This is an optimization exercise on Yosys and OpenROAD, whose aim is small area, not a production implementation.
Where RTL was checked, it was by simulation tests only, not by an equivalence proof against the original.
Power figures rest on the tool's default switching activity, not on a simulated workload.

Setup of before:
==> module knob_calc_top, before the edit <==
module knob_calc_top (
        input  logic         clk,
        input  logic         reset,
        input  logic         rot,
        input  logic [3:0]   bits,
        output logic [127:0] line1,
        output logic [127:0] line2
);
        logic        rot_q;
        logic [3:0]  c;
        logic [2:0]  opcode;
        logic [3:0]  lo;
        logic [4:0]  addr;
        logic [15:0] tmp_a;      
        logic [15:0] tmp_b;      
        logic        pend;       
        logic        wr_pend;    
        logic        disp_q;
        logic [2:0]  p;
        logic        clr;
        logic [15:0] l1;
        logic [15:0] l2;
        logic        shown;
        logic [15:0] ring [4][8];
        wire turn = rot & ~rot_q;
        wire op_write  = (opcode == 3'd0);
        wire op_read   = (opcode == 3'd1);
        wire op_pair   = (opcode == 3'd2);
        wire op_sub    = (opcode == 3'd6);
        wire op_shift  = (opcode == 3'd7);
        wire op_addsub = (opcode == 3'd5) || op_sub;
        logic [3:0] c_last;
        always_comb begin
                case (opcode)
                        3'd1:    c_last = 4'd4;
                        3'd2:    c_last = 4'd6;
                        3'd7:    c_last = 4'd7;
                        default: c_last = 4'd8;
                endcase
        end
        wire t_hi   = turn && !op_write && ((c == 4'd2) || (c == 4'd4 && !op_read) || (c == 4'd6 && op_addsub))
                   || turn && op_write && (c == 4'd2);
        wire t_read = t_hi && ((c == 4'd2 && !op_write) || (c == 4'd4 && (op_pair || op_addsub)));
        wire t_data = turn && op_write && (c >= 4'd4) && (c <= 4'd7);
        wire t_shft = turn && op_shift && (c == 4'd5);
        wire t_add  = turn && op_addsub && (c == 4'd7);
        wire t_wr   = (turn && op_write && (c == 4'd7)) || t_shft || t_add;
        wire second = c[2] && (c[1] || c[0]);
        wire        rmatch = (addr[1:0] == p[1:0]);
        wire        tap4 = addr[2] ^ p[2];
        wire [15:0] rraw = tap4 ? ring[addr[4:3]][4] : ring[addr[4:3]][0];
        wire [15:0] rv = clr ? 16'h0000 : rraw;
        wire        cap = pend && rmatch;
        wire        cap_a = cap && (op_pair ? !second : second);
        wire        cap_b = cap && !cap_a;
        wire [15:0] sum = op_sub ? tmp_b - tmp_a : tmp_b + tmp_a;
        wire        wnow = wr_pend && (addr[2:0] == p);
        always_ff @(posedge clk) begin
                for (int r = 0; r < 4; r++) begin
                        for (int k = 0; k < 7; k++)
                                ring[r][k] <= ring[r][k+1];
                        ring[r][7] <= (clr || (wnow && addr[4:3] == r[1:0])) ? tmp_b : ring[r][0];
                end
        end
        always_ff @(posedge clk) begin
                if (reset) begin
                        rot_q   <= 1'b0;
                        c       <= 4'd0;
                        pend    <= 1'b0;
                        wr_pend <= 1'b0;
                        disp_q  <= 1'b0;
                        p       <= 3'd0;
                        clr     <= 1'b1;
                end else begin
                        rot_q  <= rot;
                        disp_q <= 1'b0;
                        p      <= p + 3'd1;
                        if (p == 3'd7)
                                clr <= 1'b0;
                        if (cap)
                                pend <= 1'b0;
                        if (t_read)
                                pend <= 1'b1;
                        if (wnow)
                                wr_pend <= 1'b0;
                        if (t_wr)
                                wr_pend <= 1'b1;
                        if (turn) begin
                                if (c == 4'd0) begin
                                        if (bits[2:0] != 3'd3 && bits[2:0] != 3'd4)
                                                c <= 4'd1;
                                end else if (c == c_last) begin
                                        c      <= 4'd0;
                                        disp_q <= 1'b1;
                                end else begin
                                        c <= c + 4'd1;
                                end
                        end
                end
        end
        always_ff @(posedge clk) begin
                if (turn && c == 4'd0)
                        opcode <= bits[2:0];
                if (turn)
                        lo <= bits;
                if (t_hi)
                        addr <= {bits[0], lo};
                if (cap_a)
                        tmp_a <= rv;
        end
        always_ff @(posedge clk) begin
                if (reset)
                        tmp_b <= 16'h0000;
                else if (cap_b)
                        tmp_b <= rv;
                else if (t_add)
                        tmp_b <= sum;
                else if (t_shft)
                        tmp_b <= tmp_b << bits;
                else if (t_data)
                        tmp_b <= {lo, tmp_b[15:4]};
        end
        always_ff @(posedge clk) begin
                if (reset) begin
                        l1    <= 16'h0000;
                        l2    <= 16'h0000;
                        shown <= 1'b0;
                end else if (disp_q) begin
                        l1    <= op_pair ? tmp_a : {11'd0, addr};
                        l2    <= tmp_b;
                        shown <= 1'b1;
                end
        end
        for (genvar i = 0; i < 16; i++) begin : g_char
                assign line1[i*8 +: 8] = {2'b00, shown, shown, 3'b000, l1[i]};
                assign line2[i*8 +: 8] = {2'b00, shown, shown, 3'b000, l2[i]};
        end
endmodule
clock: 5.0 ns
lec_check: 0
cap_margin: 20
core_margin: 2
core_utilization: 40
slew_margin: 20
standard.sh (not shown) runs the stock make flow with config.mk's settings and CLKGATE_MAP_FILE= SYNTH_SCRIPT=/design/flow/synth_recipe.tcl, a recipe that flattens the netlist after the stock synthesis.
==> flow/flow/run.sh <==
#!/bin/bash
# Layout flow: the standard flow (standard.sh), with
#  - smaller port buffers and a clock tree without dummy loads (ORFS env knobs),
#  - the constant-0 output ports of two characters sharing one tie cell
#    (flow/ties.tcl, run on the placed design before clock tree synthesis).
# Each tool's output goes to a log file of its own in the work folder.
set -euo pipefail
W=$(pwd)
export RESULTS=$W/orfs/results/$FLOW_PLATFORM/knob_calc_top/base
export BUFFER_PORTS_ARGS="-buffer_cell sky130_fd_sc_hd__buf_1"
export CTS_ARGS="-sink_clustering_enable -repair_clock_nets -dont_use_dummy_load $(cat $W/flow/cts_args.txt)"
bash standard.sh place > $W/log_standard_place.log 2>&1
openroad -no_init -exit $W/flow/ties.tcl > $W/log_ties.log 2>&1
bash standard.sh > $W/log_standard_finish.log 2>&1
==> flow/flow/cts_args.txt <==
-sink_clustering_size 20 -sink_clustering_max_diameter 60 -buf_list sky130_fd_sc_hd__clkbuf_8
==> flow/flow/ties.tcl <==
# Let the constant-0 output ports of two neighbouring characters share a single
# tie cell. repair_tie_fanout gives every constant port a tie cell of its own;
# here the ports line<n>[8i+k] of characters 2j and 2j+1 (n = 1, 2) are put on
# the net of one of them and the other tie cells are deleted.
read_db $::env(RESULTS)/3_place.odb
set block [ord::get_db_block]
array set keep {}
set removed 0
foreach inst [$block getInsts] {
  if {[[$inst getMaster] getName] ne "sky130_fd_sc_hd__conb_1"} { continue }
  set net [[$inst findITerm LO] getNet]
  if {$net eq "NULL"} { continue }
  set bterms [$net getBTerms]
  if {[llength $bterms] != 1 || [llength [$net getITerms]] != 1} { continue }
  set bt [lindex $bterms 0]
  if {![regexp {^(line[12])\[(\d+)\]$} [$bt getName] -> ln bit]} { continue }
  set key "$ln/[expr {$bit / 16}]"
  if {![info exists keep($key)]} {
    set keep($key) $net
    continue
  }
  $bt disconnect
  $bt connect $keep($key)
  odb::dbInst_destroy $inst
  odb::dbNet_destroy $net
  incr removed
}
puts "ties.tcl: removed $removed tie cells, [array size keep] kept"
write_db $::env(RESULTS)/3_place.odb
The following lists how after was set up differently from before:
--- a/flow/design.v
+++ b/flow/design.v
@@ -41,11 +41,13 @@
                 endcase
         end
+        wire t_lo   = turn && !op_write && ((c == 4'd1) || (c == 4'd3 && !op_read) || (c == 4'd5 && op_addsub))
+                   || turn && op_write && (c == 4'd1);
         wire t_hi   = turn && !op_write && ((c == 4'd2) || (c == 4'd4 && !op_read) || (c == 4'd6 && op_addsub))
                    || turn && op_write && (c == 4'd2);
         wire t_read = t_hi && ((c == 4'd2 && !op_write) || (c == 4'd4 && (op_pair || op_addsub)));
-        wire t_data = turn && op_write && (c >= 4'd4) && (c <= 4'd7);
+        wire t_data = turn && op_write && (c >= 4'd3) && (c <= 4'd6);
         wire t_shft = turn && op_shift && (c == 4'd5);
         wire t_add  = turn && op_addsub && (c == 4'd7);
-        wire t_wr   = (turn && op_write && (c == 4'd7)) || t_shft || t_add;
+        wire t_wr   = (turn && op_write && (c == 4'd6)) || t_shft || t_add;
         wire second = c[2] && (c[1] || c[0]);
         wire        rmatch = (addr[1:0] == p[1:0]);
@@ -58,9 +60,10 @@
         wire [15:0] sum = op_sub ? tmp_b - tmp_a : tmp_b + tmp_a;
         wire        wnow = wr_pend && (addr[2:0] == p);
+        wire [15:0] wdata = clr ? 16'h0000 : tmp_b;
         always_ff @(posedge clk) begin
                 for (int r = 0; r < 4; r++) begin
                         for (int k = 0; k < 7; k++)
                                 ring[r][k] <= ring[r][k+1];
-                        ring[r][7] <= (clr || (wnow && addr[4:3] == r[1:0])) ? tmp_b : ring[r][0];
+                        ring[r][7] <= (clr || (wnow && addr[4:3] == r[1:0])) ? wdata : ring[r][0];
                 end
         end
@@ -104,5 +107,5 @@
                 if (turn && c == 4'd0)
                         opcode <= bits[2:0];
-                if (turn)
+                if (t_lo)
                         lo <= bits;
                 if (t_hi)
@@ -110,9 +113,5 @@
                 if (cap_a)
                         tmp_a <= rv;
-        end
-        always_ff @(posedge clk) begin
-                if (reset)
-                        tmp_b <= 16'h0000;
-                else if (cap_b)
+                if (cap_b)
                         tmp_b <= rv;
                 else if (t_add)
@@ -121,5 +120,5 @@
                         tmp_b <= tmp_b << bits;
                 else if (t_data)
-                        tmp_b <= {lo, tmp_b[15:4]};
+                        tmp_b <= {bits, tmp_b[15:4]};
         end
         always_ff @(posedge clk) begin
--- outcome ---
- Delta(fraction of power consumed by combinational cells, after - before) > 0
- The wire length of the first global-routing pass of after is lower than that of before.
- Required time of the critical path, before and after: lower on after
- Going from before to after, the routed wire length was found to have gone down by 4.9%.
- Setup slack of the critical path after layout: after vs before down 140 ps
The RTL of before was laid out without a check of its function.

-- what the ideal ports hide --
In the flow no input, the clock included, has a driving cell. The finished layouts below were timed again as built, in two steps.
Step 1 sets driving cells, clkbuf_16 on the clock port and buf_2 on the other inputs (assumed; they add their load-dependent delay and slew).
Step 2 times the ports against the registers' clock, not the clock port: input delays grow and output delays shrink by t, the midpoint of the rising clock arrivals with the driver on.
Three values: no drivers, after step 1, after step 2; two values: the first two.
| run | t, ns | setup slack, ns | clock arrival spread, ns |
|---|---|---|---|
| before | 0.631 | 1.505 / 1.505 / 1.505 | 0.085 / 0.085 |
| after | 0.623 | 1.365 / 1.365 / 1.365 | 0.099 / 0.099 |
After both steps setup and hold are still met in every run listed.
